From an optimization exercise on the open Yosys and OpenROAD flow, aimed at small area; shortcuts taken in it are not production practice.
In this exercise RTL edits were held to simulation tests only and were not proved equivalent to the original.
The clock port is modelled as an ideal driver, which makes a skipped or thinned clock tree look cheaper than it is; a real chip needs a root buffer or a tree.
Power and IR drop assume default switching activity.

Setup of job 102:
## conv_pixel_loader
module conv_pixel_loader #(
  parameter int IMG_WIDTH  = 64,
  parameter int IMG_HEIGHT = 64,
  parameter int PIX_W      = 8
) (
  input  logic                          clk_clk,
  input  logic                          reset_reset_n,
  input  logic [PIX_W-1:0]              data_in,
  input  logic                          write_en,
  input  logic                          start_bit,
  input  logic                          reset_cnt,
  output logic [9*PIX_W-1:0]            window,
  output logic                          win_valid,
  output logic                          busy,
  output logic                          frame_done,
  output logic [$clog2(IMG_HEIGHT)-1:0] row_cnt,
  output logic [$clog2(IMG_WIDTH)-1:0]  col_cnt
);
Size in the first run: about 1,100 cells after synthesis, about 1,100 flip-flops, ~100 I/O pins, about 32,000 um^2 of cells after synthesis.
==> flow/config.mk <==
export PLATFORM = sky130hd
export DESIGN_NAME = conv_pixel_loader
export DESIGN_NICKNAME = conv_pixel_loader
export VERILOG_FILES = /design/flow/design.v
export SDC_FILE = /design/flow/constraint.sdc
export NUM_CORES = 4
export LEC_CHECK = 0
export CAP_MARGIN = 20
export CORE_MARGIN = 2
export CORE_UTILIZATION = 70
export SLEW_MARGIN = 20
==> flow/constraint.sdc <==
create_clock -name core_clock -period 5.0 [get_ports {clk_clk}]
set_input_delay 1.0000 -clock core_clock [delete_from_list [all_inputs] [get_ports {clk_clk}]]
set_output_delay 1.0000 -clock core_clock [all_outputs]
set_load 0.01 [all_outputs]
standard.sh (not shown) runs the stock make flow with config.mk's settings and CLKGATE_MAP_FILE= SYNTH_SCRIPT=/design/flow/synth_recipe.tcl, a recipe that flattens the netlist after the stock synthesis.
==> flow/flow/run.sh <==
#!/bin/bash
# The standard layout, with two changes: the port buffers are the smallest buffer cell, and
# clock tree synthesis adds no dummy loads. make's full output goes to flow.log here; each ORFS
# step's own log is under orfs/logs/.
set -euo pipefail
CTS="-sink_clustering_enable -repair_clock_nets -dont_use_dummy_load"
CTS="$CTS -sink_clustering_size 35 -sink_clustering_max_diameter 70"
CTS="$CTS -buf_list sky130_fd_sc_hd__clkbuf_16"
bash standard.sh "CTS_ARGS=$CTS" \
  "BUFFER_PORTS_ARGS=-buffer_cell sky130_fd_sc_hd__buf_1" \
  finish > flow.log 2>&1
Edits applied to the flow inputs when going from job 102 to job 104:
==> flow/flow/run.sh <==
#!/bin/bash
# The standard layout, with three changes: the port buffers are the smallest buffer cell,
# clock tree synthesis adds no dummy loads, and after it flatten_clk.tcl takes out the tree's
# middle level so that the root buffer drives the leaf buffers. make's full output goes to flow.log here; each ORFS
# step's own log is under orfs/logs/.
set -euo pipefail
CTS="-sink_clustering_enable -repair_clock_nets -dont_use_dummy_load"
CTS="$CTS -sink_clustering_size 35 -sink_clustering_max_diameter 70"
CTS="$CTS -buf_list sky130_fd_sc_hd__clkbuf_16"
bash standard.sh "CTS_ARGS=$CTS" \
  "POST_CTS_TCL=$PWD/flow/flatten_clk.tcl" \
  "BUFFER_PORTS_ARGS=-buffer_cell sky130_fd_sc_hd__buf_1" \
  finish > flow.log 2>&1
==> flow/flow/flatten_clk.tcl (new file) <==
# Take out the clock tree's middle level: the root buffer then drives the leaf buffers directly.
# Only buffers whose loads are all clock buffers are taken out, so every register keeps the
# same number of buffers (root, leaf) between it and the clock port.
set block [ord::get_db_block]
set clk_port_net [$block findNet clk_clk]
set roots {}
foreach it [$clk_port_net getITerms] {
  if {[$it isInputSignal] || [[$it getMTerm] getIoType] eq "INPUT"} { lappend roots [$it getInst] }
}
set removed 0
foreach root $roots {
  if {![string match "*clkbuf*" [[$root getMaster] getName]]} { continue }
  set root_net [[$root findITerm X] getNet]
  set mids {}
  foreach it [$root_net getITerms] {
    set inst [$it getInst]
    if {$inst eq $root} { continue }
    if {![string match "*clkbuf*" [[$inst getMaster] getName]]} { continue }
    set all_bufs 1
    set out [[$inst findITerm X] getNet]
    foreach lit [$out getITerms] {
      set li [$lit getInst]
      if {$li eq $inst} { continue }
      if {![string match "*clkbuf*" [[$li getMaster] getName]]} { set all_bufs 0 }
    }
    if {$all_bufs} { lappend mids $inst }
  }
  foreach mid $mids {
    set out [[$mid findITerm X] getNet]
    foreach lit [$out getITerms] {
      if {[$lit getInst] eq $mid} { continue }
      $lit disconnect
      $lit connect $root_net
    }
    [$mid findITerm A] disconnect
    [$mid findITerm X] disconnect
    odb::dbInst_destroy $mid
    odb::dbNet_destroy $out
    incr removed
  }
}
puts "flatten_clk: removed $removed middle clock buffers"
--- outcome ---
Job 102 finished all stages; the layout is clean. Job 104 went all the way through the flow, and no timing, DRC or antenna check failed. The via count on job 104 is in line with that on job 102. Summary: post-route total power, job 104 better than job 102. Job 104 vs job 102, register fraction of the total cell area went up by 0.27 points. Between job 104 and job 102, the worst hold slack after final layout does not differ in any meaningful way. On routed metal-1 wire length, job 102 tracks job 104 almost exactly. Job 104 against job 102: final design instance area without fill did not really move; routed wire length went down. Compare job 102 and job 104 | clock power higher: job 102. Max internal reg-to-reg setup slack across job 102 and job 104: job 102. Number of standard cells in the final layout excluding fillers delta (job 104 -> job 102): insignificant. As far as number of tap cells added at floorplan goes, job 102 and job 104 are indistinguishable; the numbers are identical.

* * *

Starting RTL as in the previous note.
==> flow/config.mk <==
export PLATFORM = sky130hd
export DESIGN_NAME = conv_pixel_loader
export DESIGN_NICKNAME = conv_pixel_loader
export VERILOG_FILES = /design/flow/design.v
export SDC_FILE = /design/flow/constraint.sdc
export NUM_CORES = 4
export LEC_CHECK = 0
export CAP_MARGIN = 20
export CORE_MARGIN = 2
export CORE_UTILIZATION = 75
export SLEW_MARGIN = 20
==> flow/constraint.sdc <==
create_clock -name core_clock -period 5.0 [get_ports {clk_clk}]
set_input_delay 1.0000 -clock core_clock [delete_from_list [all_inputs] [get_ports {clk_clk}]]
set_output_delay 1.0000 -clock core_clock [all_outputs]
set_load 0.01 [all_outputs]
==> flow/flow/run.sh <==
#!/bin/bash
# The standard layout, with four changes: the floorplan step removes synthesis's buffers
# instead of sizing cells up for timing it measures before the enable net is buffered; the port
# buffers are the smallest buffer cell; clock tree synthesis adds no dummy loads; and after it
# flatten_clk.tcl takes out the tree's middle level so that the root buffer drives the leaf
# buffers. make's full output goes to flow.log here; each ORFS step's own log is under
# orfs/logs/.
set -euo pipefail
CTS="-sink_clustering_enable -repair_clock_nets -dont_use_dummy_load"
CTS="$CTS -sink_clustering_size 35 -sink_clustering_max_diameter 70"
CTS="$CTS -buf_list sky130_fd_sc_hd__clkbuf_16"
bash standard.sh "CTS_ARGS=$CTS" \
  "POST_CTS_TCL=$PWD/flow/flatten_clk.tcl" \
  "REMOVE_ABC_BUFFERS=1" \
  "BUFFER_PORTS_ARGS=-buffer_cell sky130_fd_sc_hd__buf_1" \
  finish > flow.log 2>&1
==> flow/flow/flatten_clk.tcl <==
# Take out the clock tree's inner levels: the root buffer then drives the leaf buffers directly.
# An inner buffer is one below the root whose loads are all clock buffers; its loads move to its
# driver's net. Every register keeps the same two buffers (root, leaf) to the clock port.
set block [ord::get_db_block]
proc clk_buf {inst} { string match "*clkbuf*" [[$inst getMaster] getName] }
set roots {}
foreach it [[$block findNet clk_clk] getITerms] {
  if {[clk_buf [$it getInst]]} { lappend roots [$it getInst] }
}
set removed 0
foreach root $roots {
  set root_net [[$root findITerm X] getNet]
  set again 1
  while {$again} {
    set again 0
    foreach it [$root_net getITerms] {
      set mid [$it getInst]
      if {$mid eq $root || ![clk_buf $mid]} { continue }
      set out [[$mid findITerm X] getNet]
      set inner 1
      foreach lit [$out getITerms] {
        if {[$lit getInst] ne $mid && ![clk_buf [$lit getInst]]} { set inner 0 }
      }
      if {!$inner} { continue }
      foreach lit [$out getITerms] {
        if {[$lit getInst] eq $mid} { continue }
        $lit disconnect
        $lit connect $root_net
      }
      [$mid findITerm A] disconnect
      [$mid findITerm X] disconnect
      odb::dbInst_destroy $mid
      odb::dbNet_destroy $out
      incr removed
      set again 1
      break
    }
  }
}
puts "flatten_clk: removed $removed inner clock buffers"
The baseline finished clean.
Change:
CORE_UTILIZATION = 65   (was 75)
The changed run completed with no timing, DRC or antenna violations; count of clock-buffer cells in the layout came out higher by 3; maximum frequency came out higher slightly; clock power grows by a few percent; worst setup slack is better by 0.028 ns; total power goes up slightly; sequential share of layout area fell by 0.47 points; sequential power is about the same.
Change:
CORE_UTILIZATION = 70   (was 65)
Result:
- The new run completed with no timing, DRC or antenna violations
- sequential power hardly moves
- count of clock-buffer cells in the layout drops by 2
- total power drops by 0.89%
- setup slack improves by 0.069 ns
- global-route usage climbs by 1.2 points
- via count hardly moves
- clock skew climbs by 0.032 ns
- cell count drops by about 3.5%
Change:
--- a/flow/flow/run.sh
+++ b/flow/flow/run.sh
@@ -9,4 +9,4 @@
 CTS="-sink_clustering_enable -repair_clock_nets -dont_use_dummy_load"
-CTS="$CTS -sink_clustering_size 35 -sink_clustering_max_diameter 70"
-CTS="$CTS -buf_list sky130_fd_sc_hd__clkbuf_16"
+CTS="$CTS -sink_clustering_size 20 -sink_clustering_max_diameter 45 -root_buf sky130_fd_sc_hd__clkbuf_16"
+CTS="$CTS -buf_list sky130_fd_sc_hd__clkbuf_8"
 bash standard.sh "CTS_ARGS=$CTS" \
- area after synthesis is unchanged
- non-clock buffer count does not change
- routed wire length grows slightly
- clock-buffer cell count grows by 34
- worst setup slack is worse by 0.011 ns
- global-route usage grows by 0.63 points
- hold slack is better by 0.0032 ns

separate check: timing with driven ports:
How much do the figures lean on ideal ports? The routed layouts below were timed once more, with nothing changed but the port constraints.
Step 1: set_driving_cell puts a clkbuf_16 on clk_clk and a buf_2 on each other input, an assumption about the parent block.
Step 2 also shifts input and output timing later by t, the mid clock arrival at the registers, as if the neighbouring blocks saw the same clock.
Three values: no drivers, after step 1, after step 2; two values: the first two.
| run | t (ns) | setup slack, ns | hold slack, ns | worst setup path at the end | clock arrival spread, ns |
|---|---|---|---|---|---|
| job 102 | 0.615 | 1.866 / 1.905 / 1.290 | 0.342 / 0.342 / 0.342 | input to register | 0.071 / 0.071 |
| job 104 | 0.740 | 1.966 / 1.998 / 1.266 | 0.343 / 0.343 / 0.343 | input to register | 0.070 / 0.070 |
| the first run of note 2 | 0.742 | 1.702 / 1.702 / 1.043 | 0.212 / 0.176 / 0.380 | input to register | 0.036 / 0.037 |
| the second run of note 2 | 0.768 | 1.730 / 1.730 / 1.009 | 0.347 / 0.317 / 0.378 | input to register | 0.044 / 0.044 |
| the third run of note 2 | 0.736 | 1.799 / 1.799 / 1.105 | 0.342 / 0.339 / 0.342 | input to register | 0.075 / 0.075 |
| the fourth run of note 2 | 0.800 | 1.788 / 1.788 / 1.107 | 0.345 / 0.311 / 0.375 | input to register | 0.046 / 0.046 |
After both steps every run listed still meets setup and hold. For the second run of note 2, which loses most, drivers alone change the setup slack by 0.000 ns; drivers and shift together by -0.721 ns.
